This design comes from an exercise in tuning for small area on the open sky130 flow, not from production work.
Only simulation tests tie the RTL to the original design; equivalence was not proved.

==> design/flow/flow/run.sh <==
#!/bin/bash
# Standard ORFS layout (the standard.sh) with these changes:
#  - synthesis maps combinational logic with an area-only ABC script (flow/synth.tcl, flow/area.abc);
#  - the rotation stage cells (sequential_store_aoi/_oai) are mapped on their own before the
#    design is flattened, so each stage element becomes a single inverting cell;
#  - port buffers are the smallest buffer (buf_1) instead of the resizer's default pick.
set -euo pipefail
here=$(pwd)
export MY_ABC_SCRIPT=$here/flow/area.abc
bash standard.sh SYNTH_SCRIPT=$here/flow/synth.tcl \
  "SYNTH_KEEP_MODULES=sequential_store_aoi sequential_store_oai" \
  "BUFFER_PORTS_ARGS=-buffer_cell sky130_fd_sc_hd__buf_1" finish > $here/standard.log 2>&1
==> design/flow/flow/area.abc <==
strash
dch
amap -F 3 -A 10 -C 1000
topo
==> design/flow/flow/synth.tcl <==
# synth_recipe.tcl with one change: ABC maps the combinational logic with an area-only script
# (flow/area.abc); everything else, including flip-flop mapping, is ORFS's synthesis unchanged.
proc synth {args} { yosys synth -nofsm -noshare {*}$args }
proc abc {args} {
  set i [lsearch -exact $args -script]
  if {$i >= 0} { lset args [expr {$i + 1}] $::env(MY_ABC_SCRIPT) }
  yosys abc {*}$args
}
source $::env(SCRIPTS_DIR)/synth.tcl
# left out here: clear keep_hierarchy, flatten, clean up, hide names made inside functions, write 1_2_yosys.v
==> design/flow/standard.sh <==
#!/bin/bash
# synth_recipe.tcl (not shown) runs the flow's synth.tcl, then flattens the netlist and writes it again
# the make line also repeats each setting of config.mk as NAME=value (left out here)
make -C /OpenROAD-flow-scripts/flow DESIGN_CONFIG=/design/flow/config.mk WORK_HOME=/design/flow/orfs CLKGATE_MAP_FILE= SYNTH_SCRIPT=/design/flow/synth_recipe.tcl "${@:-finish}"
==> design/flow/config.mk <==
export PLATFORM = sky130hd
export DESIGN_NAME = sequential_store
export DESIGN_NICKNAME = sequential_store
export VERILOG_FILES = /design/flow/design.v
export SDC_FILE = /design/flow/constraint.sdc
export NUM_CORES = 4
export LEC_CHECK = 0
export CAP_MARGIN = 20
export CORE_MARGIN = 2
export CORE_UTILIZATION = 40
export CTS_BUF_LIST = sky130_fd_sc_hd__clkbuf_16
export CTS_CLUSTER_DIAMETER = 80
export CTS_CLUSTER_SIZE = 40
export SLEW_MARGIN = 20
==> design/flow/constraint.sdc <==
create_clock -name core_clock -period 10.0 [get_ports {clk_i}]
set_input_delay 2.0000 -clock core_clock [delete_from_list [all_inputs] [get_ports {clk_i}]]
set_output_delay 2.0000 -clock core_clock [all_outputs]
set_load 0.01 [all_outputs]
==> design/flow/design.v <==
module sequential_store #(
  parameter int unsigned NR_LANES       = 4,
  parameter int unsigned DLEN           = 64,
  parameter int unsigned AXI_DATA_WIDTH = 128,
  parameter int unsigned AXI_ADDR_WIDTH = 64
) (
  input  logic                          clk_i,
  input  logic                          rst_ni,
  input  logic                          rx_shfu_valid_i,
  output logic                          rx_shfu_ready_o,
  input  logic [DLEN*NR_LANES-1:0]      rx_shfu_nb_i,
  input  logic [DLEN/4*NR_LANES-1:0]    rx_shfu_en_i,
  input  logic                          meta_valid_i,
  output logic                          meta_ready_o,
  input  logic [$clog2(DLEN/4*NR_LANES)-1:0] meta_nb_ptr_i,
  input  logic                          txn_valid_i,
  output logic                          txn_ready_o,
  input  logic [AXI_ADDR_WIDTH-1:0]     txn_addr_i,
  input  logic                          txn_is_head_i,
  input  logic                          txn_last_beat_i,
  input  logic [$clog2(AXI_DATA_WIDTH/4):0] txn_lbn_i,
  input  logic                          txn_is_final_i,
  output logic                          w_valid_o,
  input  logic                          w_ready_i,
  output logic [AXI_DATA_WIDTH-1:0]     w_data_o,
  output logic [AXI_DATA_WIDTH/8-1:0]   w_strb_o,
  output logic                          w_last_o
);
  logic         pack_q;       
  logic         hold_v_q;
  logic [255:0] hold_nb_q;
  logic [63:0]  hold_en_q;
  logic [5:0]   nb_ptr_q;
  logic         part_q;       
  logic [4:0]   base_q;       
  logic         w_valid_q, w_last_q;
  logic [127:0] w_data_q;
  logic [15:0]  w_strb_q;
  logic [4:0]   lower, base;
  logic [6:0]   upper, diff, sum, hi;
  logic [5:0]   off;
  logic         start, commit, complete, release_e, take;
  assign lower = txn_is_head_i ? txn_addr_i[4:0] : 5'd0;
  assign base  = part_q ? base_q : lower;
  assign upper = txn_last_beat_i ? {1'b0, txn_lbn_i} : 7'd32;
  assign diff     = {1'b0, nb_ptr_q} - {2'b00, base};
  assign off      = diff[5:0];
  assign sum      = diff + upper;
  assign complete = sum <= 7'd64;
  assign hi       = complete ? upper : 7'd64 - diff;
  assign start     = !pack_q && txn_valid_i && meta_valid_i;
  assign commit    = pack_q && hold_v_q && txn_valid_i && (!w_valid_q || w_ready_i);
  assign release_e = commit && (sum >= 7'd64 || txn_is_final_i);
  assign take      = !hold_v_q || release_e;
  assign rx_shfu_ready_o = rst_ni && take;
  assign meta_ready_o    = rst_ni && start;
  assign txn_ready_o     = commit && complete;
  logic [31:0] rng, m;
  always_comb
    for (int j = 0; j < 32; j++) rng[j] = (j >= int'(base)) && (j < int'(hi));
  logic [4:0]  src [64];
  logic [4:0]  y5n [63];
  logic [4:0]  y4 [47];
  logic [4:0]  y3n [39];
  logic [4:0]  y2 [35];
  logic [4:0]  y1n [33];
  logic [31:0] en_rot;
  logic [3:0]  d_rot [32];
  logic [5:0]  s, sn;
  logic [31:0] s0_m, sn0_m;
  assign s  = off;
  assign sn = ~off;
  always_comb
    for (int k = 0; k < 64; k++) src[k] = {hold_en_q[k], hold_nb_q[4*k +: 4]};
  for (genvar i = 0; i < 63; i++) begin : g_st5
    for (genvar b = 0; b < 5; b++) begin : g_b
      sequential_store_aoi u (.s(sn[5]), .a(src[i][b]), .t(s[5]), .b(src[(i + 32) % 64][b]),
                              .y(y5n[i][b]));
    end
  end
  for (genvar i = 0; i < 47; i++) begin : g_st4
    for (genvar b = 0; b < 5; b++) begin : g_b
      sequential_store_oai u (.s(s[4]), .a(y5n[i][b]), .t(sn[4]), .b(y5n[i + 16][b]),
                              .y(y4[i][b]));
    end
  end
  for (genvar i = 0; i < 39; i++) begin : g_st3
    for (genvar b = 0; b < 5; b++) begin : g_b
      sequential_store_aoi u (.s(sn[3]), .a(y4[i][b]), .t(s[3]), .b(y4[i + 8][b]),
                              .y(y3n[i][b]));
    end
  end
  for (genvar i = 0; i < 35; i++) begin : g_st2
    for (genvar b = 0; b < 5; b++) begin : g_b
      sequential_store_oai u (.s(s[2]), .a(y3n[i][b]), .t(sn[2]), .b(y3n[i + 4][b]),
                              .y(y2[i][b]));
    end
  end
  for (genvar i = 0; i < 33; i++) begin : g_st1
    for (genvar b = 0; b < 5; b++) begin : g_b
      sequential_store_aoi u (.s(sn[1]), .a(y2[i][b]), .t(s[1]), .b(y2[i + 2][b]),
                              .y(y1n[i][b]));
    end
  end
  for (genvar i = 0; i < 32; i++) begin : g_st0
    sequential_store_oai u_en (.s(s[0]), .a(y1n[i][4]), .t(sn[0]), .b(y1n[i + 1][4]),
                               .y(en_rot[i]));
    assign m[i]     = rng[i] && en_rot[i];
    assign s0_m[i]  = s[0] || !m[i];
    assign sn0_m[i] = sn[0] || !m[i];
    for (genvar b = 0; b < 4; b++) begin : g_b
      sequential_store_oai u (.s(s0_m[i]), .a(y1n[i][b]), .t(sn0_m[i]), .b(y1n[i + 1][b]),
                              .y(d_rot[i][b]));
    end
  end
  always_ff @(posedge clk_i or negedge rst_ni) begin
    if (!rst_ni) begin
      pack_q    <= 1'b0;
      hold_v_q  <= 1'b0;
      w_valid_q <= 1'b0;
    end else begin
      if (start) pack_q <= 1'b1;
      else if (commit && complete && txn_is_final_i) pack_q <= 1'b0;
      if (take) hold_v_q <= rx_shfu_valid_i;
      if (commit && complete) w_valid_q <= 1'b1;
      else if (w_ready_i) w_valid_q <= 1'b0;
    end
  end
  always_ff @(posedge clk_i) begin
    if (take) begin
      hold_nb_q <= rx_shfu_nb_i;
      hold_en_q <= rx_shfu_en_i;
    end
    if (start) begin
      nb_ptr_q <= meta_nb_ptr_i;
      part_q   <= 1'b0;
    end else if (commit) begin
      nb_ptr_q <= complete ? sum[5:0] : 6'd0;
      part_q   <= !complete;
    end
    if (commit && !complete) base_q <= hi[4:0];
    if (commit && complete) w_last_q <= txn_last_beat_i;
    if (commit) begin
      for (int j = 0; j < 32; j++)
        if (rng[j] || !part_q) w_data_q[4*j +: 4] <= d_rot[j];
      for (int b = 0; b < 16; b++)
        w_strb_q[b] <= (part_q && w_strb_q[b]) || m[2*b] || m[2*b+1];
    end
  end
  assign w_valid_o = w_valid_q;
  assign w_data_o  = w_data_q;
  assign w_strb_o  = w_strb_q;
  assign w_last_o  = w_last_q;
endmodule
module sequential_store_aoi (
  input  logic s,
  input  logic a,
  input  logic t,
  input  logic b,
  output logic y
);
  assign y = ~((s & a) | (t & b));
endmodule
module sequential_store_oai (
  input  logic s,
  input  logic a,
  input  logic t,
  input  logic b,
  output logic y
);
  assign y = ~((s | a) & (t | b));
endmodule
==> reports/qor.txt, run 1 <==
area inside the core boundary = 0.0618 mm^2
antenna-violating nets left = 0
final critical path time including I/O delays and setup = 8.94 ns
Clk pin slew, worst setup/hold paths = 0.10 ns
floorplan row count = 91
synthesis-to-finish area growth = 18.3%
Hold Path Class = flip-flop to flip-flop
number of synthesized flops with an enable pin = 476
most frequent cell after synthesis = sky130_fd_sc_hd__a22oi_1
Final Instance Area = 0.0297 mm^2
Final Skew = 0.0242 ns
fin. max-slew vios = 0
CP arrival = 9.31 ns
placement-stage worst setup slack = 1.04 ns
synthesized area per cell = 12.0 um^2
Synth top cells by count = sky130_fd_sc_hd__a22oi_1, sky130_fd_sc_hd__o22ai_1, sky130_fd_sc_hd__edfxtp_1
cells on worst reg2reg path = 28
startpoint of the most critical register-to-register path = part_q
die area = 0.0648 mm^2
Root Driver = sky130_fd_sc_hd__clkbuf_16
I/O pin count = 554
Yosys top cell by area = sky130_fd_sc_hd__edfxtp_1
capturing element type of the critical path = flip-flop
slack of the critical path = 1.06 ns
critical register-to-register path endpoint = w_data_q[17]
required arrival time at the worst endpoint = 10.36 ns
Endpoint, Worst Hold = pack_q
CTS tree = built
pin count of the biggest net entering global routing = 183
number of failing setup endpoints in the final timing report = 0
starting density of the core = 40.6%
wire length of the first global-routing pass = 140 mm
routability cong. = 0.971
RSZ-0062 raised after global routing = no
Rel. slew slack = 30.3%
vias in the first global route = 21.5k
vias post-DR = 24.0k
warnings from Yosys = 9
final hold viol count = 0
number of buffers inserted by post-CTS setup repair = 0
TritonCTS Buffers = 31
leading post-synthesis cells by cell area = sky130_fd_sc_hd__edfxtp_1, sky130_fd_sc_hd__a22oi_1, sky130_fd_sc_hd__o22ai_1, sky130_fd_sc_hd__or2_0, sky130_fd_sc_hd__nor2_1
proportion of synthesized flip-flops having asynchronous set or reset = 0.625%
launch instance of the worst min-delay path = pack_q
synthesized netlist net count = 2,515
most frequent CP cell = sky130_fd_sc_hd__clkinv_1
CTS sink cnt = 480
Pre-antenna DRT Iters = 12
drt first-iter violations = 3,225
sequential-to-total area share from yosys stat = 57.3%
Global Route Usage Sum = 29.1%
status = complete, no violations
routed len/inst = 28.1 um
GRT overflow = 0
category of the worst setup path launch point = flip-flop
final routed wirelength across all metal layers = 98.7 mm
insertion delay of the later-clocked pin in the worst-skew pair = 0.65 ns
netlist area before placement = 0.0251 mm^2
Total Nets Final = 3,071
PortBufs = 494
DRC violations left = 0
share of the synthesized area in the top cell type = 56.9%
type of the worst setup path = flip-flop to flip-flop
delay of the slowest cell on the worst path = 0.83 ns
fraction of layout cells with a size suffix above 1 = 4.14%
antenna fix cells = 0
number of buffers on the longest clock path = 3
Post-Place Cell Area = 0.0285 mm^2
highest clock rate = 112 MHz
Seq cells post-synth = 480
Tightest Pin Transition = 1.04 ns
number of buffers inserted for hold repair after clock tree synthesis = 0
initial antenna violation count = 0
H-tree lvl count = 1
CP Max Fanout = 55
die extent in x = 254 um
final hold slack = 0.588 ns
worst hold path stage count = 2
number of library cell types mapped by synthesis = 37
ratio of routed vias to standard cells = 6.83
Mapped Cells = 2,100
hpwl dp = 74.7 mm
Max-cap violations = 0
fraction of the cycle the final worst path needs = 89.4%
cells resized by post-CTS repair = 0
reg2reg setup slack = 1.06 ns
most used flip-flop cell after synthesis = sky130_fd_sc_hd__edfxtp_1
CP max stage cell = sky130_fd_sc_hd__clkinv_1
die extent in y = 254 um
[per-module statistics from Yosys, one instance, submodules excluded]
| module | area [um^2] | cells | copies in the design |
|---|---|---|---|
| sequential_store_aoi | 7.51 | 1 | 675 |
| sequential_store | 16500 | 855 | 1 |
| sequential_store_oai | 6.26 | 1 | 570 |
[how the worst max path moves through the flow]
stage | cells after the start | slack, ns | startpoint | end
finish | 28 | 1.06 | part_q | w_data_q[17]
CTS | 18 | 1.20 | part_q | txn_ready_o
detailed placement | 27 | 1.04 | txn_is_head_i | w_data_q[17]
floorplan | 17 | -25.11 | txn_addr_i[0] | rx_shfu_ready_o
global route | 28 | 0.46 | part_q | w_data_q[14]
global placement | 27 | 1.12 | txn_is_head_i | w_data_q[19]
[metrics by stage]
stage	cells	utilization [%]	TNS, ns
final	3517	48.0	0
after CTS	3517	48.0	0
after global routing	3517	48.0	0
after detailed placement	3460	46.1	0
after floorplan	2100	-	-8332.09
after global placement	3460	46.1	0
[per-layer routing]
metal | wire [um] | part of all wire (%) | vias to the layer above | track usage (%)
li1 | - | - | 10700 | -
met3 | 9530 | 9.7 | 146 | 4.87
met5 | 0 | 0 | - | 0
met2 | 45400 | 46 | 1318 | 46.3
met4 | 3040 | 3.1 | 0 | 8.39
met1 | 40700 | 41 | 11800 | 40.9
[cell type report]
class / count / area, um^2
fill: 5709 / 32100
timing repair buffer: 523 / 2140
clock buffer: 31 / 776
inverter: 50 / 213
clock inverter: 26 / 414
tap: 837 / 1050
multi-input combinational: 1570 / 10700
sequential: 480 / 14400
[worst max-delay path, delay by kind of cell (launching register included)]
kind / cells / cell delay [ns]
buffers and inverters: 8 / 3.10
AO/OA/AOI/OAI: 11 / 2.91
AND/OR/NAND/NOR: 7 / 1.23
adder cells (fa/ha/maj): 2 / 1.09
flip-flops: 1 / 0.32
[registers in the layout, summed over array words and instances, names as in the netlist]
signal     cells
hold_en_q     64
w_valid_q      1
w_data_q     128
part_q         1
nb_ptr_q       6
hold_nb_q    256
pack_q         1
hold_v_q       1
w_strb_q      16
w_last_q       1
base_q         5
[cell usage in the layout, fill, tap and decap left out, types with 6 or more instances in the layout]
cell / netlist / routed
sky130_fd_sc_hd__o221ai_1: 8 / 8
sky130_fd_sc_hd__buf_4: 0 / 22
sky130_fd_sc_hd__buf_1: 0 / 494
sky130_fd_sc_hd__o211ai_1: 13 / 13
sky130_fd_sc_hd__nor2_1: 55 / 54
sky130_fd_sc_hd__ha_1: 8 / 7
sky130_fd_sc_hd__nand3_1: 29 / 29
sky130_fd_sc_hd__clkinv_1: 50 / 44
sky130_fd_sc_hd__a21oi_1: 36 / 34
sky130_fd_sc_hd__a221o_1: 6 / 6
sky130_fd_sc_hd__edfxtp_1: 476 / 476
sky130_fd_sc_hd__or2_0: 34 / 18
sky130_fd_sc_hd__nand2_1: 41 / 38
sky130_fd_sc_hd__a22oi_1: 676 / 676
sky130_fd_sc_hd__or2_1: 0 / 16
sky130_fd_sc_hd__o22ai_1: 576 / 575
sky130_fd_sc_hd__clkbuf_16: 0 / 31
sky130_fd_sc_hd__o21ai_0: 19 / 16
sky130_fd_sc_hd__nor2b_1: 11 / 8
sky130_fd_sc_hd__nor3_1: 6 / 6
sky130_fd_sc_hd__inv_8: 0 / 6
sky130_fd_sc_hd__nand2b_1: 16 / 16
[logic make-up (layout without fill, tap and decap cells)]
group | Yosys count | count (layout) | share of synthesized area [%]
simple gates | 195 | 195 | 3.74
buf+inv | 50 | 630 | 0.748
fa+ha+maj | 10 | 10 | 0.558
compound gates | 1365 | 1365 | 37.6
flops | 480 | 480 | 57.3
==> inputs of run 2 (changes only) <==
--- a/design/flow/config.mk
+++ b/design/flow/config.mk
@@ -7,3 +7,3 @@
 export LEC_CHECK = 0
-export CAP_MARGIN = 20
+export CAP_MARGIN = 0
 export CORE_MARGIN = 2
@@ -13,2 +13,2 @@
 export CTS_CLUSTER_SIZE = 40
-export SLEW_MARGIN = 20
+export SLEW_MARGIN = 0
==> run 2 against run 1 <==
  * Clock skew increased by 0.0015 ns
  * First-iteration DRC count is 2.8% higher
  * Largest cell class unchanged
==> reports/qor.txt, run 2 <==
CTS tree = built
DRC violations left = 0 (unchanged)
cells on worst reg2reg path = 28 (unchanged)
die extent in x = 254 um (unchanged)
starting density of the core = 40.6% (unchanged)
leading cell type in the layout, fill and taps excluded = sky130_fd_sc_hd__a22oi_1
H-tree lvl count = 1 (unchanged)
pin count of the biggest net entering global routing = 183 (unchanged)
Seq cells post-synth = 480 (unchanged)
highest clock rate = 113 MHz (+0.87%)
CP max stage cell = sky130_fd_sc_hd__clkinv_1
number of synthesized flops with an enable pin = 476 (unchanged)
proportion of synthesized flip-flops having asynchronous set or reset = 0.625% (unchanged)
leading post-synthesis cells by cell area = sky130_fd_sc_hd__edfxtp_1, sky130_fd_sc_hd__a22oi_1, sky130_fd_sc_hd__o22ai_1, sky130_fd_sc_hd__or2_0, sky130_fd_sc_hd__nor2_1
antenna fix cells = 0 (unchanged)
delay of the slowest cell on the worst path = 0.82 ns (about the same)
synthesis-to-finish area growth = 18.2% (about the same)
die extent in y = 254 um (unchanged)
synthesized area per cell = 12.0 um^2 (unchanged)
placement-stage worst setup slack = 1.04 ns (unchanged)
Mapped Cells = 2,100 (unchanged)
Yosys top cell by area = sky130_fd_sc_hd__edfxtp_1
launch instance of the worst min-delay path = pack_q
cells resized by post-CTS repair = 0 (unchanged)
fraction of layout cells with a size suffix above 1 = 4.10% (-0.037 points)
post-placement cell count = 3,460 (unchanged)
GRT overflow = 0 (unchanged)
crit path cell chain = buf_4, clkinv_1, a32oi_2, clkinv_1, fa_4, inv_4, ha_1, a21oi_1, o21bai_1, nand2_1, o21ai_0, a21oi_1, o21ai_0, nor4b_1, a31oi_1, buf_4, nor2_1, buf_1
required arrival time at the worst endpoint = 8.00 ns (-2.36 ns)
number of library cell types mapped by synthesis = 37 (unchanged)
final critical path time including I/O delays and setup = 8.87 ns (-0.0770 ns)
die area = 0.0648 mm^2 (unchanged)
Hold Path Class = flip-flop to flip-flop
warnings from Yosys = 9 (unchanged)
fraction of the core area covered by cells at the end of the flow = 48.0% (about the same)
max reg flops = 256 (unchanged)
synthesized-area fraction occupied by xor and xnor cells = 0% (unchanged)
launching instance or port of the critical path = part_q
number of buffers inserted for hold repair after clock tree synthesis = 0 (unchanged)
Post-Synth Simple-Gate Area = 3.74% (unchanged)
Global Route Usage Sum = 29.1% (unchanged)
routed len/inst = 28.1 um (about the same)
Synth top cells by count = sky130_fd_sc_hd__a22oi_1, sky130_fd_sc_hd__o22ai_1, sky130_fd_sc_hd__edfxtp_1
post-route non-filler standard cell count = 3,517 (unchanged)
largest family of logic cells by synthesized area = compound AO/OA/AOI/OAI gates
CTS sink cnt = 480 (unchanged)
Root Driver = sky130_fd_sc_hd__clkbuf_16
number of failing setup endpoints in the final timing report = 0 (unchanged)
final hold slack = 0.588 ns (-0.0000120 ns)
Endpoint, Worst Hold = pack_q
fin. max-slew vios = 0 (unchanged)
ratio of routed vias to standard cells = 6.81 (-0.27%)
final hold viol count = 0 (unchanged)
synthesized netlist net count = 2,515 (unchanged)
hpwl dp = 74.7 mm (unchanged)
TritonCTS Buffers = 31 (unchanged)
multiplexer fraction of the synthesized cell area = 0% (unchanged)
Final Instance Area = 0.0297 mm^2 (about the same)
largest registers in the final layout = hold_nb_q: 256 flops, w_data_q: 128 flops, hold_en_q: 64 flops
Total Nets Final = 3,071 (unchanged)
wire length of the first global-routing pass = 140 mm (unchanged)
initial antenna violation count = 0 (unchanged)
slack of the critical path = 1.13 ns (+0.0769 ns)
number of cells on the critical path = 18 (-36%)
most used flip-flop cell after synthesis = sky130_fd_sc_hd__edfxtp_1
antenna-violating nets left = 0 (unchanged)
Final Skew = 0.0257 ns (+0.00152 ns)
vias in the first global route = 21.5k (unchanged)
category of the worst setup path launch point = flip-flop
netlist area before placement = 0.0251 mm^2 (unchanged)
number of buffers inserted by post-CTS setup repair = 0 (unchanged)
I/O pin count = 554 (unchanged)
Tightest Pin Transition = 1.22 ns (+0.170 ns)
final routed wirelength across all metal layers = 98.7 mm (about the same)
type of the worst setup path = flip-flop to output port
worst hold path stage count = 2 (unchanged)
adder-cell area share of the yosys netlist = 0.558% (unchanged)
RSZ-0062 raised after global routing = no
CP arrival = 6.87 ns (-2.44 ns)
startpoint of the most critical register-to-register path = part_q
capturing element type of the critical path = output port
reg2reg setup slack = 1.14 ns (+0.08 ns)
share of the synthesized area in the top cell type = 56.9% (unchanged)
critical path's top delay family = buffers and inverters
commonest cells after routing, fill and taps aside = sky130_fd_sc_hd__a22oi_1, sky130_fd_sc_hd__o22ai_1, sky130_fd_sc_hd__buf_1
most frequent cell after synthesis = sky130_fd_sc_hd__a22oi_1
Max-cap violations = 0 (unchanged)
fraction of the cycle the final worst path needs = 88.7% (-0.77 points)
routability cong. = 0.971 (unchanged)
PortBufs = 494 (unchanged)
Biggest register = hold_nb_q
Clk pin slew, worst setup/hold paths = 0.09 ns (about the same)
drt first-iter violations = 3,316 (+2.8%)
Rel. slew slack = 18.8% (-12 points)
insertion delay of the later-clocked pin in the worst-skew pair = 0.65 ns (about the same)
vias post-DR = 23.9k (-0.27%)
share of the synthesized area in compound gates (AO/OA/AOI/OAI) = 37.6% (unchanged)
sequential-to-total area share from yosys stat = 57.3% (unchanged)
Pre-antenna DRT Iters = 7 (-5)
status = complete, no violations
CP Max Fanout = 55 (unchanged)
floorplan row count = 91 (unchanged)
Post-Place Cell Area = 0.0285 mm^2 (unchanged)
critical register-to-register path endpoint = w_data_q[14]
number of buffers on the longest clock path = 3 (unchanged)
count of buffering cells on the critical path with inverters included = 6 (-2)
setup tns final = 0 ns (unchanged)
area inside the core boundary = 0.0618 mm^2 (unchanged)
## run 2: per-module statistics from Yosys (local to each module, per instance)
| module | cells | cell area (um^2) | copies in the design | flops+latches |
|---|---|---|---|---|
| sequential_store_aoi | 1 | 7.51 | 675 | 0 |
| sequential_store_oai | 1 | 6.26 | 570 | 0 |
| sequential_store | 855 | 16500 | 1 | 480 |
## run 2: area by class of cell
cell class                 instances  area (um^2)
fill                            5715        32200
sequential                       480        14400
multi-input combinational       1570        10700
timing repair buffer             523         2130
tap                              837         1050
clock buffer                      31          776
clock inverter                    26          414
inverter                          50          213
## run 2: kinds of logic (layout without fill, tap and decap cells)
kind of cell | Yosys count | count (layout)
adder cells (fa/ha/maj) | 10 | 10
AO/OA/AOI/OAI | 1365 | 1365
AND/OR/NAND/NOR | 195 | 195
buffers and inverters | 50 | 630
flip-flops | 480 | 480
## run 2: worst max path at each step
stage	end	slack, ns
floorplan	rx_shfu_ready_o	-25.11
global placement	w_data_q[19]	1.12
detailed placement	w_data_q[17]	1.04
CTS	txn_ready_o	1.20
global route	w_data_q[14]	0.49
finish	txn_ready_o	1.13
## run 2: tightest hold or removal path, delay by kind of cell, from the launching register on
kind	cells	cell delay (ns)
simple gates	2	0.13
flops	1	0.43
## run 2: metal layers
metal / vias up / global-route usage (%) / routed length, um
met3: 155 / 4.87 / 9870
met5: - / 0 / 0
li1: 10700 / - / -
met2: 1309 / 46.3 / 45300
met1: 11800 / 40.9 / 40400
met4: 0 / 8.39 / 3080
==> inputs of run 3 (changes only) <==
--- a/design/flow/config.mk
+++ b/design/flow/config.mk
@@ -7,3 +7,3 @@
 export LEC_CHECK = 0
-export CAP_MARGIN = 0
+export CAP_MARGIN = 20
 export CORE_MARGIN = 2
@@ -11,4 +11,4 @@
 export CTS_BUF_LIST = sky130_fd_sc_hd__clkbuf_16
-export CTS_CLUSTER_DIAMETER = 80
-export CTS_CLUSTER_SIZE = 40
-export SLEW_MARGIN = 0
+export CTS_CLUSTER_DIAMETER = 100
+export CTS_CLUSTER_SIZE = 50
+export SLEW_MARGIN = 20
==> run 3 against run 2 <==
  * First-iteration DRC count grew 2.2%
  * Via count grew 0.13%
  * Cell area shrank 0.38%
  * Worst setup slack lost 0.076 ns
  * Non-clock buffer count is the same
  * Hold slack gained 0.0090 ns
  * Final cell count shrank 0.23%
  * Register-to-register slack lost 0.08 ns
  * Fmax shrank 0.85%
  * Core utilization shrank 0.18 points
==> reports/qor.txt, run 3 <==
synthesized netlist net count = 2,515 (unchanged)
antenna-violating nets left = 0 (unchanged)
Hold Path Class = flip-flop to flip-flop
Mapped Cells = 2,100 (unchanged)
I/O pin count = 554 (unchanged)
number of buffers on the longest clock path = 3 (unchanged)
Total Nets Final = 3,066 (-0.16%)
vias in the first global route = 21.5k (-0.079%)
warnings from Yosys = 9 (unchanged)
wire length of the first global-routing pass = 140 mm (about the same)
die extent in x = 254 um (unchanged)
initial antenna violation count = 2 (+2)
PortBufs = 494 (unchanged)
commonest cells after routing, fill and taps aside = sky130_fd_sc_hd__a22oi_1, sky130_fd_sc_hd__o22ai_1, sky130_fd_sc_hd__buf_1
most frequent cell after synthesis = sky130_fd_sc_hd__a22oi_1
area inside the core boundary = 0.0618 mm^2 (unchanged)
CTS sink cnt = 480 (unchanged)
leading post-synthesis cells by cell area = sky130_fd_sc_hd__edfxtp_1, sky130_fd_sc_hd__a22oi_1, sky130_fd_sc_hd__o22ai_1, sky130_fd_sc_hd__or2_0, sky130_fd_sc_hd__nor2_1
Biggest register = hold_nb_q
GRT overflow = 0 (unchanged)
capturing element type of the critical path = flip-flop
type of the worst setup path = flip-flop to flip-flop
setup tns final = 0 ns (unchanged)
H-tree lvl count = 1 (unchanged)
highest clock rate = 112 MHz (-0.85%)
number of failing setup endpoints in the final timing report = 0 (unchanged)
Clk pin slew, worst setup/hold paths = 0.11 ns (+0.02 ns)
die extent in y = 254 um (unchanged)
largest registers in the final layout = hold_nb_q: 256 flops, w_data_q: 128 flops, hold_en_q: 64 flops
fin. max-slew vios = 0 (unchanged)
Root Driver = sky130_fd_sc_hd__clkbuf_16
Max-cap violations = 0 (unchanged)
drt first-iter violations = 3,388 (+2.2%)
vias post-DR = 24.0k (+0.13%)
status = complete, no violations
Yosys top cell by area = sky130_fd_sc_hd__edfxtp_1
final routed wirelength across all metal layers = 98.5 mm (-0.22%)
synthesized area per cell = 12.0 um^2 (unchanged)
pin count of the biggest net entering global routing = 183 (unchanged)
required arrival time at the worst endpoint = 10.36 ns (+2.36 ns)
share of the synthesized area in the top cell type = 56.9% (unchanged)
fraction of the cycle the final worst path needs = 89.4% (+0.76 points)
CTS tree = built
Seq cells post-synth = 480 (unchanged)
most used flip-flop cell after synthesis = sky130_fd_sc_hd__edfxtp_1
final hold slack = 0.597 ns (+0.00904 ns)
max reg flops = 256 (unchanged)
floorplan row count = 91 (unchanged)
final hold viol count = 0 (unchanged)
most frequent CP cell = sky130_fd_sc_hd__clkinv_1
Synth top cells by count = sky130_fd_sc_hd__a22oi_1, sky130_fd_sc_hd__o22ai_1, sky130_fd_sc_hd__edfxtp_1
hpwl dp = 74.7 mm (unchanged)
Final Skew = 0.0354 ns (+0.00971 ns)
Global Route Usage Sum = 29.1% (about the same)
Pre-antenna DRT Iters = 8 (+1)
reg2reg setup slack = 1.06 ns (-0.08 ns)
DRC violations left = 0 (unchanged)
number of synthesized flops with an enable pin = 476 (unchanged)
number of buffers inserted by post-CTS setup repair = 0 (unchanged)
leading cell type in the layout, fill and taps excluded = sky130_fd_sc_hd__a22oi_1
delay of the slowest cell on the worst path = 0.83 ns (about the same)
sequential-to-total area share from yosys stat = 57.3% (unchanged)
TritonCTS Buffers = 26 (-16%)
fill cell instance count of the final layout = 5,720 (+0.087%)
CP max stage cell = sky130_fd_sc_hd__a32oi_2
category of the worst setup path launch point = flip-flop
CP Max Fanout = 55 (unchanged)
insertion delay of the later-clocked pin in the worst-skew pair = 0.64 ns (about the same)
netlist area before placement = 0.0251 mm^2 (unchanged)
CP arrival = 9.30 ns (+2.43 ns)
RSZ-0062 raised after global routing = no
synthesis-to-finish area growth = 17.7%
fraction of layout cells with a size suffix above 1 = 3.89% (-0.21 points)
number of library cell types mapped by synthesis = 37 (unchanged)
ratio of routed vias to standard cells = 6.83 (+0.35%)
routed len/inst = 28.1 um (about the same)
die area = 0.0648 mm^2 (unchanged)
Tightest Pin Transition = 1.09 ns (-0.127 ns)
starting density of the core = 40.6% (unchanged)
critical path's top delay family = buffers and inverters
count of buffering cells on the critical path with inverters included = 8 (+2)
cells resized by post-CTS repair = 0 (unchanged)
Rel. slew slack = 27.5% (+8.7 points)
final critical path time including I/O delays and setup = 8.94 ns (+0.0757 ns)
routability cong. = 0.971 (unchanged)
proportion of synthesized flip-flops having asynchronous set or reset = 0.625% (unchanged)
number of buffers inserted for hold repair after clock tree synthesis = 0 (unchanged)
run 3: cell counts after synthesis:
Identical to the previous run, type by type.
run 3: per-layer routing:
layer	vias up	global-route usage (%)	part of all wire, %	wire (um)
met3	152	4.57	10	10100
met4	4	8.79	3.3	3300
met2	1357	46.3	46	45100
li1	10700	-	-	-
met1	11800	40.9	41	40000
met5	-	0	0.025	25
run 3: metrics by stage:
stage	setup WS (ns)	cells	instance area [um^2]	utilization, %
5_1_grt	0.450	3508	29600	47.8
6_report	1.06	3509	29600	47.8
4_1_cts	1.22	3508	29500	47.8
2_1_floorplan	-25.11	2100	25200	-
3_5_place_dp	1.04	3460	28500	46.1
3_3_place_gp	1.12	3460	28500	46.1
run 3: cells by family after synthesis:
logic type | Yosys count | synth area share, %
AO/OA/AOI/OAI | 1365 | 37.6
adder cells (fa/ha/maj) | 10 | 0.558
buffers and inverters | 50 | 0.748
flip-flops | 480 | 57.3
AND/OR/NAND/NOR | 195 | 3.74
run 3: tightest hold or removal path, stage by stage (launching register included):
cell	delay, ns
sky130_fd_sc_hd__edfxtp_1	0.36
sky130_fd_sc_hd__a222oi_1	0.09
sky130_fd_sc_hd__clkinv_1	0.05
run 3: cell type report:
class / count / area (um^2) / share of cell area, %
inverter: 50 / 213 / 0.720
multi-input combinational: 1570 / 10700 / 36.2
sequential: 480 / 14400 / 48.7
antenna: 1 / 2.50 / 0.00847
clock inverter: 21 / 385 / 1.30
tap: 837 / 1050 / 3.54
timing repair buffer: 523 / 2140 / 7.25
clock buffer: 27 / 676 / 2.29
run 3: worst paths after layout:
path,from,end,cells past startpoint
worst max-delay path,part_q,w_data_q[22],28
worst min-delay path,w_strb_q[4],w_strb_q[4],2
worst max register to register,part_q,w_data_q[22],28
worst min register to register,w_strb_q[4],w_strb_q[4],2
max in group asynchronous,rst_ni,w_valid_q,1
min in group asynchronous,rst_ni,pack_q,1
run 3: modules after synthesis, one instance, submodules excluded:
module | flip-flops and latches | times used | cell area, um^2
sequential_store | 480 | 1 | 16500
sequential_store_aoi | 0 | 675 | 7.51
sequential_store_oai | 0 | 570 | 6.26
==> inputs of run 4 (changes only) <==
--- a/design/flow/flow/run.sh
+++ b/design/flow/flow/run.sh
@@ -5,3 +5,4 @@
 #    design is flattened, so each stage element becomes a single inverting cell;
-#  - port buffers are the smallest buffer (buf_1) instead of the resizer's default pick.
+#  - port buffers are the smallest buffer (buf_1) instead of the resizer's default pick;
+#  - clock tree: larger sink clusters and no dummy load cells.
 set -euo pipefail
@@ -11,2 +12,4 @@
   "SYNTH_KEEP_MODULES=sequential_store_aoi sequential_store_oai" \
-  "BUFFER_PORTS_ARGS=-buffer_cell sky130_fd_sc_hd__buf_1" finish > $here/standard.log 2>&1
+  "BUFFER_PORTS_ARGS=-buffer_cell sky130_fd_sc_hd__buf_1" \
+  "CTS_ARGS=-sink_clustering_enable -repair_clock_nets -sink_clustering_size 40 -sink_clustering_max_diameter 80 -buf_list {sky130_fd_sc_hd__clkbuf_16} -dont_use_dummy_load" \
+  finish > $here/standard.log 2>&1
--- a/design/flow/config.mk
+++ b/design/flow/config.mk
@@ -9,6 +9,4 @@
 export CORE_MARGIN = 2
-export CORE_UTILIZATION = 40
-export CTS_BUF_LIST = sky130_fd_sc_hd__clkbuf_16
-export CTS_CLUSTER_DIAMETER = 100
-export CTS_CLUSTER_SIZE = 50
+export CORE_UTILIZATION = 50
+export PLACE_DENSITY = 0.65
 export SLEW_MARGIN = 20
==> run 4 against run 3 <==
  * Still clean
  * Sequential share of layout area up 0.83 points
  * Non-clock buffer count up 2
  * Synthesized cell count unchanged
  * Area after synthesis unchanged
  * Register-to-register slack better by 0.33 ns
  * Flip-flop and latch count unchanged
  * Critical path type unchanged
  * Highest routed layer unchanged
==> reports/qor.txt, run 4 <==
Clk pin slew, worst setup/hold paths = 0.10 ns (about the same)
CTS sink cnt = 480 (unchanged)
Max-cap violations = 0 (unchanged)
critical register-to-register path endpoint = w_data_q[23]
Mapped Cells = 2,100 (unchanged)
antenna fix cells = 0 (-1)
starting density of the core = 50.3% (+9.7 points)
max reg flops = 256 (unchanged)
number of buffers on the longest clock path = 3 (unchanged)
die extent in x = 228 um (-10%)
final hold viol count = 0 (unchanged)
floorplan row count = 82 (-9.9%)
number of buffers inserted by post-CTS setup repair = 0 (unchanged)
leading cell type in the layout, fill and taps excluded = sky130_fd_sc_hd__a22oi_1
met2 Usage GRT = 54.5% (+8.2 points)
number of synthesized flops with an enable pin = 476 (unchanged)
delay of the slowest cell on the worst path = 0.93 ns (+0.10 ns)
vias post-DR = 24.0k (+0.017%)
fraction of layout cells with a size suffix above 1 = 3.31% (-0.58 points)
Total Nets Final = 3,073 (+0.23%)
synthesized area per cell = 12.0 um^2 (unchanged)
routability cong. = 0.980 (+0.97%)
capturing element type of the critical path = flip-flop
final hold slack = 0.566 ns (-0.0311 ns)
number of buffers inserted for hold repair after clock tree synthesis = 0 (unchanged)
status = complete, no violations
cells resized by post-CTS repair = 0 (unchanged)
reg2reg setup slack = 1.39 ns (+0.33 ns)
startpoint of the most critical register-to-register path = part_q
pin count of the biggest net entering global routing = 184 (+0.55%)
highest clock rate = 116 MHz (+3.8%)
die area = 0.0520 mm^2 (-20%)
post-placement cell count = 3,296 (-4.7%)
Root Driver = sky130_fd_sc_hd__clkbuf_16
share of the synthesized area in the top cell type = 56.9% (unchanged)
synthesis-to-finish area growth = 15.8%
I/O pin count = 554 (unchanged)
Synth top cells by count = sky130_fd_sc_hd__a22oi_1, sky130_fd_sc_hd__o22ai_1, sky130_fd_sc_hd__edfxtp_1
Post-Place Cell Area = 0.0283 mm^2 (-0.79%)
warnings from Yosys = 9 (unchanged)
category of the worst setup path launch point = flip-flop
Rel. slew slack = 26.2% (-1.2 points)
die extent in y = 228 um (-10%)
Pre-antenna DRT Iters = 8 (unchanged)
leading post-synthesis cells by cell area = sky130_fd_sc_hd__edfxtp_1, sky130_fd_sc_hd__a22oi_1, sky130_fd_sc_hd__o22ai_1, sky130_fd_sc_hd__or2_0, sky130_fd_sc_hd__nor2_1
CP arrival = 8.99 ns (-0.31 ns)
number of library cell types mapped by synthesis = 37 (unchanged)
PortBufs = 494 (unchanged)
most used routing layer in global routing = met2
CP Max Fanout = 44 (-20%)
hpwl dp = 70.3 mm (-5.9%)
final routed wirelength across all metal layers = 92.8 mm (-5.7%)
fin. max-slew vios = 0 (unchanged)
proportion of synthesized flip-flops having asynchronous set or reset = 0.625% (unchanged)
ratio of routed vias to standard cells = 7.21 (+5.5%)
type of the worst setup path = flip-flop to flip-flop
antenna-violating nets left = 0 (unchanged)
Critical Path Sink = w_data_q[23]
initial antenna violation count = 1 (-1)
launching instance or port of the critical path = part_q
sequential-to-total area share from yosys stat = 57.3% (unchanged)
post-route non-filler standard cell count = 3,328 (-5.2%)
vias in the first global route = 21.3k (-0.68%)
most frequent CP cell = sky130_fd_sc_hd__clkinv_1
Final Instance Area = 0.0291 mm^2 (-1.7%)
drt first-iter violations = 2,971 (-12%)
CTS tree = built
number of failing setup endpoints in the final timing report = 0 (unchanged)
synthesized netlist net count = 2,515 (unchanged)
largest registers in the final layout = hold_nb_q: 256 flops, w_data_q: 128 flops, hold_en_q: 64 flops
final critical path time including I/O delays and setup = 8.61 ns (-0.327 ns)
DRC violations left = 0 (unchanged)
slack of the critical path = 1.39 ns (+0.327 ns)
Hold Path Class = flip-flop to flip-flop
most frequent cell after synthesis = sky130_fd_sc_hd__a22oi_1
GRT overflow = 0 (unchanged)
placement-stage worst setup slack = 0.979 ns (-0.0568 ns)
TritonCTS Buffers = 31 (+19%)
commonest cells after routing, fill and taps aside = sky130_fd_sc_hd__a22oi_1, sky130_fd_sc_hd__o22ai_1, sky130_fd_sc_hd__buf_1
routed len/inst = 27.9 um (-0.61%)
CP max stage cell = sky130_fd_sc_hd__fa_4
area inside the core boundary = 0.0499 mm^2 (-19%)
most used flip-flop cell after synthesis = sky130_fd_sc_hd__edfxtp_1
required arrival time at the worst endpoint = 10.38 ns (+0.02 ns)
Yosys top cell by area = sky130_fd_sc_hd__edfxtp_1
insertion delay of the later-clocked pin in the worst-skew pair = 0.65 ns (about the same)
met1 Use GR = 47.4% (+6.5 points)
fraction of the core area covered by cells at the end of the flow = 58.3% (+10 points)
Seq cells post-synth = 480 (unchanged)
Final Skew = 0.0913 ns (+0.0559 ns)
met3 global-route usage = 6.39% (+1.8 points)
RSZ-0062 raised after global routing = no
fraction of the cycle the final worst path needs = 86.1% (-3.3 points)
netlist area before placement = 0.0251 mm^2 (unchanged)
H-tree lvl count = 1 (unchanged)
Tightest Pin Transition = 1.11 ns (+0.0183 ns)
wire length of the first global-routing pass = 134 mm (-3.8%)
Biggest register = hold_nb_q
cells on worst reg2reg path = 29 (+3.6%)
Global Route Usage Sum = 34.1% (+5.0 points)
setup tns final = 0 ns (unchanged)
==> run 4: cell counts after synthesis <==
Identical to the previous run, type by type.
==> run 4: critical path, delay by kind of cell, from the launching register on <==
family | cells | cell delay, ns
flops | 1 | 0.33
compound gates | 11 | 2.74
simple gates | 7 | 1.20
fa+ha+maj | 2 | 1.21
buf+inv | 9 | 2.84
==> run 4: logic make-up (layout without fill, tap and decap cells) <==
logic type               count (synthesis)  after routing  share of synthesized area [%]
AO/OA/AOI/OAI                         1365           1365                           37.6
adder cells (fa/ha/maj)                 10             10                          0.558
buffers and inverters                   50            606                          0.748
flip-flops                             480            480                           57.3
AND/OR/NAND/NOR                        195            195                           3.74
==> run 4: final cells by class <==
class,count,area (um^2)
Clock buffer,31,776
Fill cell,4228,20800
Inverter,50,213
Multi-Input combinational cell,1570,10700
Sequential cell,480,14400
Tap cell,672,841
Timing Repair Buffer,525,2140
==> run 4: Yosys stat by module (local to each module, per instance) <==
| module | cells inside | flops+latches |
|---|---|---|
| sequential_store | 855 | 480 |
| sequential_store_aoi | 1 | 0 |
| sequential_store_oai | 1 | 0 |
==> run 4: metal layers <==
layer | part of all wire (%) | routed length, um | up-vias
li1 | - | - | 10700
met1 | 40 | 37500 | 11700
met2 | 46 | 42600 | 1405
met3 | 10 | 9470 | 156
met4 | 3.5 | 3230 | 2
met5 | 0.012 | 11 | -
==> run 4: worst min-delay path by stage <==
stage	from	endpoint	slack, ns	cells past startpoint
finish	pack_q	pack_q	0.57	2
global route	pack_q	pack_q	0.59	2
CTS	pack_q	pack_q	0.57	2
detailed placement	pack_q	pack_q	0.54	2
global placement	pack_q	pack_q	0.54	2
floorplan	pack_q	pack_q	0.47	2
==> inputs of run 5 (changes only) <==
--- a/design/flow/config.mk
+++ b/design/flow/config.mk
@@ -9,4 +9,3 @@
 export CORE_MARGIN = 2
-export CORE_UTILIZATION = 50
-export PLACE_DENSITY = 0.65
+export CORE_UTILIZATION = 40
 export SLEW_MARGIN = 20
==> run 5 against run 4 <==
  * Highest routed layer unchanged
  * First-iteration DRC count rose by 7.2%
  * Critical path type unchanged
  * Clock skew fell by 0.038 ns
  * Via count fell by 0.21%
==> reports/qor.txt, run 5 <==
Final Skew = 0.0534 ns (-0.0380 ns)
most frequent cell after synthesis = sky130_fd_sc_hd__a22oi_1
cells on worst reg2reg path = 28 (-3.4%)
hpwl dp = 74.7 mm (+6.2%)
number of failing setup endpoints in the final timing report = 0 (unchanged)
Root Driver = sky130_fd_sc_hd__clkbuf_16
area inside the core boundary = 0.0618 mm^2 (+24%)
final hold viol count = 0 (unchanged)
synthesized area per cell = 12.0 um^2 (unchanged)
vias post-DR = 23.9k (-0.21%)
floorplan row count = 91 (+11%)
met3 global-route usage = 4.82% (-1.6 points)
Post-Place Cell Area = 0.0285 mm^2 (+0.80%)
delay of the slowest cell on the worst path = 0.83 ns (-0.10 ns)
die area = 0.0648 mm^2 (+25%)
status = complete, no violations
routability cong. = 0.971 (-0.96%)
commonest cells after routing, fill and taps aside = sky130_fd_sc_hd__a22oi_1, sky130_fd_sc_hd__o22ai_1, sky130_fd_sc_hd__buf_1
required arrival time at the worst endpoint = 10.32 ns (-0.06 ns)
H-tree lvl count = 1 (unchanged)
category of the worst setup path launch point = flip-flop
insertion delay of the later-clocked pin in the worst-skew pair = 0.64 ns (about the same)
met1 Use GR = 40.8% (-6.7 points)
highest clock rate = 112 MHz (-3.6%)
largest registers in the final layout = hold_nb_q: 256 flops, w_data_q: 128 flops, hold_en_q: 64 flops
number of library cell types mapped by synthesis = 37 (unchanged)
share of the synthesized area in the top cell type = 56.9% (unchanged)
most used flip-flop cell after synthesis = sky130_fd_sc_hd__edfxtp_1
most frequent CP cell = sky130_fd_sc_hd__clkinv_1
type of the worst setup path = flip-flop to flip-flop
leading post-synthesis cells by cell area = sky130_fd_sc_hd__edfxtp_1, sky130_fd_sc_hd__a22oi_1, sky130_fd_sc_hd__o22ai_1, sky130_fd_sc_hd__or2_0, sky130_fd_sc_hd__nor2_1
netlist area before placement = 0.0251 mm^2 (unchanged)
die extent in x = 254 um (+12%)
RSZ-0062 raised after global routing = no
CTS tree = built
final routed wirelength across all metal layers = 98.7 mm (+6.3%)
number of synthesized flops with an enable pin = 476 (unchanged)
worst hold path stage count = 2 (unchanged)
initial antenna violation count = 3 (+2)
Hold Path Class = flip-flop to flip-flop
Mapped Cells = 2,100 (unchanged)
CP arrival = 9.26 ns (+0.27 ns)
CP max stage cell = sky130_fd_sc_hd__a32oi_2
Max-cap violations = 0 (unchanged)
number of buffers inserted by post-CTS setup repair = 0 (unchanged)
Pre-antenna DRT Iters = 7 (-1)
fill cell instance count of the final layout = 5,740 (+36%)
starting density of the core = 40.6% (-9.7 points)
wire length of the first global-routing pass = 139 mm (+3.7%)
Yosys top cell by area = sky130_fd_sc_hd__edfxtp_1
Seq cells post-synth = 480 (unchanged)
antenna-violating nets left = 0 (unchanged)
area of combinational cells with multiple inputs = 0.0107 mm^2 (about the same)
Final Instance Area = 0.0293 mm^2 (+0.72%)
synthesized netlist net count = 2,515 (unchanged)
vias in the first global route = 21.4k (+0.45%)
reg2reg setup slack = 1.06 ns (-0.32 ns)
ratio of routed vias to standard cells = 6.85 (-4.9%)
proportion of synthesized flip-flops having asynchronous set or reset = 0.625% (unchanged)
TritonCTS Buffers = 31 (unchanged)
Total Nets Final = 3,071 (-0.065%)
drt first-iter violations = 3,184 (+7.2%)
fraction of the cycle the final worst path needs = 89.4% (+3.2 points)
most used routing layer in global routing = met2
fraction of the core area covered by cells at the end of the flow = 47.3% (-11 points)
synthesis-to-finish area growth = 16.6%
final critical path time including I/O delays and setup = 8.94 ns (+0.324 ns)
Global Route Usage Sum = 29.0% (-5.0 points)
met2 Usage GRT = 46.2% (-8.4 points)
DRC violations left = 0 (unchanged)
fraction of layout cells with a size suffix above 1 = 3.28% (-0.035 points)
fin. max-slew vios = 0 (unchanged)
Tightest Pin Transition = 1.08 ns (-0.0247 ns)
CTS sink cnt = 480 (unchanged)
warnings from Yosys = 9 (unchanged)
number of buffers inserted for hold repair after clock tree synthesis = 0 (unchanged)
sequential-to-total area share from yosys stat = 57.3% (unchanged)
Clk pin slew, worst setup/hold paths = 0.06 ns (-0.04 ns)
die extent in y = 254 um (+12%)
capturing element type of the critical path = flip-flop
I/O pin count = 554 (unchanged)
Biggest register = hold_nb_q
PortBufs = 494 (unchanged)
max reg flops = 256 (unchanged)
routed len/inst = 28.3 um (+1.3%)
CP Max Fanout = 55 (+25%)
register cell area after layout = 0.0144 mm^2 (unchanged)
number of buffers on the longest clock path = 3 (unchanged)
pin count of the biggest net entering global routing = 183 (-0.54%)
Synth top cells by count = sky130_fd_sc_hd__a22oi_1, sky130_fd_sc_hd__o22ai_1, sky130_fd_sc_hd__edfxtp_1
GRT overflow = 0 (unchanged)
cells resized by post-CTS repair = 0 (unchanged)
leading cell type in the layout, fill and taps excluded = sky130_fd_sc_hd__a22oi_1
Rel. slew slack = 27.9% (+1.7 points)
run 5: metal layers:
layer | wire, um | vias up
li1 | - | 10700
met2 | 45200 | 1347
met1 | 40500 | 11700
met3 | 9800 | 167
met5 | 21 | -
met4 | 3180 | 4
run 5: critical path: cells and delay by family (launching register included):
family                     cells  cell delay (ns)
DFF                            1             0.31
and+or+nand+nor                7             1.18
adders and majority gates      2             1.09
AOI/OAI and AO/OA             11             2.94
buffers and inverters          8             3.09
run 5: stage by stage:
step | setup WS (ns) | std cells | hold WS (ns) | TNS (ns)
floorplan | -25.11 | 2100 | 0.467 | -8332.09
global placement | 1.12 | 3460 | 0.538 | 0
detailed placement | 1.04 | 3460 | 0.563 | 0
CTS | 1.23 | 3491 | 0.587 | 0
global route | 0.443 | 3491 | 0.611 | 0
finish | 1.06 | 3492 | 0.585 | 0
run 5: modules after synthesis (local to each module, per instance):
module	area, um^2	cells inside	flip-flops and latches	times used
sequential_store	16500	855	480	1
sequential_store_aoi	7.51	1	0	675
sequential_store_oai	6.26	1	0	570
run 5: area by class of cell:
| cell class | instances | area share, % |
|---|---|---|
| inverters | 50 | 0.727 |
| repair buffers | 523 | 7.32 |
| well taps | 837 | 3.58 |
| multi-input cells | 1570 | 36.6 |
| flip-flops and latches | 480 | 49.2 |
| clock buffers | 31 | 2.65 |
| diodes | 1 | 0.00855 |
run 5: kinds of logic after synthesis:
| kind of cell | share of synthesized area [%] |
|---|---|
| compound gates | 37.6 |
| fa+ha+maj | 0.558 |
| buf+inv | 0.748 |
| simple gates | 3.74 |
| flops | 57.3 |
run 5: path summary, 6_finish.rpt:
path | start | to
worst max-delay path | part_q | w_data_q[23]
worst min-delay path | w_strb_q[14] | w_strb_q[14]
worst max register to register | part_q | w_data_q[23]
worst min register to register | w_strb_q[14] | w_strb_q[14]
max in group asynchronous | rst_ni | w_valid_q
min in group asynchronous | rst_ni | pack_q
==> inputs of run 6 (changes only) <==
--- a/design/flow/flow/run.sh
+++ b/design/flow/flow/run.sh
@@ -13,3 +13,3 @@
   "BUFFER_PORTS_ARGS=-buffer_cell sky130_fd_sc_hd__buf_1" \
-  "CTS_ARGS=-sink_clustering_enable -repair_clock_nets -sink_clustering_size 40 -sink_clustering_max_diameter 80 -buf_list {sky130_fd_sc_hd__clkbuf_16} -dont_use_dummy_load" \
+  "CTS_ARGS=-sink_clustering_enable -repair_clock_nets -sink_clustering_size 28 -sink_clustering_max_diameter 150 -buf_list {sky130_fd_sc_hd__clkbuf_16} -dont_use_dummy_load" \
   finish > $here/standard.log 2>&1
--- a/design/flow/config.mk
+++ b/design/flow/config.mk
@@ -9,3 +9,5 @@
 export CORE_MARGIN = 2
-export CORE_UTILIZATION = 40
+export CORE_UTILIZATION = 50
+export GPL_TIMING_DRIVEN = 0
+export PLACE_DENSITY = 0.65
 export SLEW_MARGIN = 20
==> run 6 against run 5 <==
  * Clock skew grew 0.016 ns
  * Area after synthesis unchanged
  * Via count is 0.84% higher
  * Clock-buffer cell count down 10
  * Global-route usage grew 5.4 points
  * Register-to-register slack lost 0.12 ns
  * Critical endpoint unchanged
  * Fmax shrank 3.1%
  * Flip-flop and latch count is the same
  * Final cell count is 4.1% lower
==> reports/qor.txt, run 6 <==
status = complete, no violations
most frequent cell after synthesis = sky130_fd_sc_hd__a22oi_1
placement-stage worst setup slack = -0.539 ns (-1.57 ns)
largest registers in the final layout = hold_nb_q: 256 flops, w_data_q: 128 flops, hold_en_q: 64 flops
CTS sink cnt = 480 (unchanged)
number of cells on the critical path = 26 (-7.1%)
post-placement cell count = 3,326 (-3.9%)
antenna fix cells = 0 (-1)
pin count of the biggest net entering global routing = 117 (-36%)
RSZ-0062 raised after global routing = no
routed len/inst = 28.0 um (-1.1%)
PortBufs = 494 (unchanged)
CP max stage cell = sky130_fd_sc_hd__fa_4
Yosys top cell by area = sky130_fd_sc_hd__edfxtp_1
final routed wirelength across all metal layers = 93.6 mm (-5.2%)
Max-cap violations = 0 (unchanged)
warnings from Yosys = 9 (unchanged)
hpwl dp = 73.3 mm (-1.8%)
synthesis-to-finish area growth = 20.2%
leading post-synthesis cells by cell area = sky130_fd_sc_hd__edfxtp_1, sky130_fd_sc_hd__a22oi_1, sky130_fd_sc_hd__o22ai_1, sky130_fd_sc_hd__or2_0, sky130_fd_sc_hd__nor2_1
slack of the critical path = 0.774 ns (-0.287 ns)
Synth top cells by count = sky130_fd_sc_hd__a22oi_1, sky130_fd_sc_hd__o22ai_1, sky130_fd_sc_hd__edfxtp_1
ratio of routed vias to standard cells = 7.21 (+5.2%)
delay of the slowest cell on the worst path = 1.18 ns (+0.35 ns)
commonest cells after routing, fill and taps aside = sky130_fd_sc_hd__a22oi_1, sky130_fd_sc_hd__o22ai_1, sky130_fd_sc_hd__buf_1
starting density of the core = 50.3% (+9.7 points)
CP arrival = 9.55 ns (+0.29 ns)
number of failing setup endpoints in the final timing report = 0 (unchanged)
share of the synthesized area in the top cell type = 56.9% (unchanged)
fin. max-slew vios = 0 (unchanged)
vias post-DR = 24.1k (+0.84%)
proportion of synthesized flip-flops having asynchronous set or reset = 0.625% (unchanged)
cells on worst reg2reg path = 27 (-3.6%)
die extent in y = 228 um (-10%)
Seq cells post-synth = 480 (unchanged)
Global Route Usage Sum = 34.5% (+5.4 points)
initial antenna violation count = 1 (-2)
I/O pin count = 554 (unchanged)
Total Nets Final = 3,093 (+0.72%)
floorplan row count = 82 (-9.9%)
category of the worst setup path launch point = input port
capturing element type of the critical path = flip-flop
Tightest Pin Transition = 0.903 ns (-0.179 ns)
Rel. slew slack = 39.8% (+12 points)
fraction of the cycle the final worst path needs = 92.3% (+2.9 points)
synthesized netlist net count = 2,515 (unchanged)
fraction of layout cells with a size suffix above 1 = 4.22% (+0.94 points)
post-route non-filler standard cell count = 3,348 (-4.1%)
Final Skew = 0.0694 ns (+0.0160 ns)
vias in the first global route = 21.8k (+1.8%)
cells resized by post-CTS repair = 1 (+1)
final hold slack = 0.567 ns (-0.0177 ns)
sequential-to-total area share from yosys stat = 57.3% (unchanged)
Mapped Cells = 2,100 (unchanged)
critical path's top delay family = compound AO/OA/AOI/OAI gates
Pre-antenna DRT Iters = 8 (+1)
number of buffers inserted for hold repair after clock tree synthesis = 0 (unchanged)
DRC violations left = 0 (unchanged)
Clk pin slew, worst setup/hold paths = 0.11 ns (+0.05 ns)
insertion delay of the later-clocked pin in the worst-skew pair = 0.59 ns (-0.05 ns)
max reg flops = 256 (unchanged)
count of buffering cells on the critical path with inverters included = 6 (-2)
final hold viol count = 0 (unchanged)
netlist area before placement = 0.0251 mm^2 (unchanged)
most used flip-flop cell after synthesis = sky130_fd_sc_hd__edfxtp_1
number of library cell types mapped by synthesis = 37 (unchanged)
synthesized area per cell = 12.0 um^2 (unchanged)
number of buffers on the longest clock path = 3 (unchanged)
TritonCTS Buffers = 21 (-32%)
Root Driver = sky130_fd_sc_hd__clkbuf_16
leading cell type in the layout, fill and taps excluded = sky130_fd_sc_hd__a22oi_1
H-tree lvl count = 1 (unchanged)
highest clock rate = 108 MHz (-3.1%)
Hold Path Class = flip-flop to flip-flop
final critical path time including I/O delays and setup = 9.23 ns (+0.287 ns)
number of synthesized flops with an enable pin = 476 (unchanged)
CP Max Fanout = 52 (-5.5%)
wire length of the first global-routing pass = 136 mm (-2.2%)
routability cong. = 0.996 (+2.6%)
Biggest register = hold_nb_q
antenna-violating nets left = 0 (unchanged)
number of buffers inserted by post-CTS setup repair = 0 (unchanged)
drt first-iter violations = 3,325 (+4.4%)
required arrival time at the worst endpoint = 10.33 ns (about the same)
GRT overflow = 0 (unchanged)
die area = 0.0520 mm^2 (-20%)
die extent in x = 228 um (-10%)
worst hold path stage count = 2 (unchanged)
type of the worst setup path = input port to flip-flop
area inside the core boundary = 0.0499 mm^2 (-19%)
CTS tree = built
run 6: cell count changes in the layout (fill, tap and decap cells not counted), sizes merged:
cell / change
inv: -5
diode: -1
clkbuf: -9
clkinv: +3
buf: +31
clkinvlp: +2
run 6: routing by layer:
metal / GRT usage [%] / share of wire, % / vias to the layer above
met5: 0 / 0.014 / -
met2: 54.5 / 46 / 1445
li1: - / - / 10700
met1: 48.7 / 41 / 11800
met3: 6.00 / 10 / 141
met4: 10.8 / 3.5 / 2
run 6: worst min-delay path, stage by stage (launching register included):
cell                      delay [ns]
sky130_fd_sc_hd__dfrtp_1        0.42
sky130_fd_sc_hd__nand2_1        0.07
sky130_fd_sc_hd__nand2_1        0.05
run 6: Yosys stat by module, one instance, submodules excluded:
module / times used / area, um^2 / cells / flip-flops and latches
sequential_store_aoi: 675 / 7.51 / 1 / 0
sequential_store_oai: 570 / 6.26 / 1 / 0
sequential_store: 1 / 16500 / 855 / 480
run 6: cell type report:
cell class,count,area (um^2)
timing repair buffer,555,3460
fill,4195,19700
clock buffer,21,526
inverter,50,224
multi-input combinational,1570,10700
tap,672,841
sequential,480,14400
run 6: stage by stage:
| step | instance area [um^2] | TNS, ns | util [%] |
|---|---|---|---|
| floorplan | 25200 | -8332.09 | - |
| global placement | 27900 | - | 56.0 |
| detailed placement | 29600 | -33.39 | 59.4 |
| CTS | 30100 | 0 | 60.4 |
| global route | 30200 | 0 | 60.5 |
| finish | 30200 | 0 | 60.5 |
run 6: worst paths after layout:
| kind | from | endpoint | slack (ns) |
|---|---|---|---|
| setup / recovery | txn_is_head_i | w_data_q[23] | 0.77 |
| setup reg to reg | part_q | w_data_q[23] | 0.94 |
| max in group asynchronous | rst_ni | w_valid_q | 8.59 |
| hold reg to reg | pack_q | pack_q | 0.57 |
| min in group asynchronous | rst_ni | pack_q | 1.24 |
| hold / removal | pack_q | pack_q | 0.57 |
run 6: cell families (layout without fill, tap and decap cells):
family                   Yosys count  count (layout)  synth area share (%)
AND/OR/NAND/NOR                  195             195                  3.74
buffers and inverters             50             626                 0.748
flip-flops                       480             480                  57.3
adder cells (fa/ha/maj)           10              10                 0.558
AO/OA/AOI/OAI                   1365            1365                  37.6

[port drivers added, routing unchanged]
The results above use ideal ports. As a check the final layouts listed here were re-extracted and re-timed, cells and wires unchanged. Step 1: set_driving_cell puts a clkbuf_16 on clk_i and a buf_2 on each other input, an assumption about the parent block. Step 2 also shifts input and output timing later by t, the mid clock arrival at the registers, as if the neighbouring blocks saw the same clock. a / b / c = ideal / step 1 / step 2; a / b = the first two.
| run | t (ns) | slack for setup (ns) | worst setup path at the end | worst data-port slew with drivers (ns) |
|---|---|---|---|---|
| run 1 | 0.698 | 1.057 / 1.057 / 0.722 | input to register | 0.07 |
| run 2 | 0.699 | 1.134 / 1.070 / 0.792 | input to register | 0.07 |
| run 3 | 0.683 | 1.058 / 1.058 / 0.672 | input to register | 0.08 |
| run 4 | 0.670 | 1.386 / 1.386 / 1.008 | input to register | 0.07 |
| run 5 | 0.681 | 1.061 / 1.061 / 0.706 | input to register | 0.07 |
| run 6 | 0.620 | 0.774 / 0.788 / 0.168 | input to register | 0.07 |
After both steps every run listed still meets setup and hold. For run 6, which loses most, drivers alone change the setup slack by +0.014 ns; drivers and shift together by -0.606 ns.
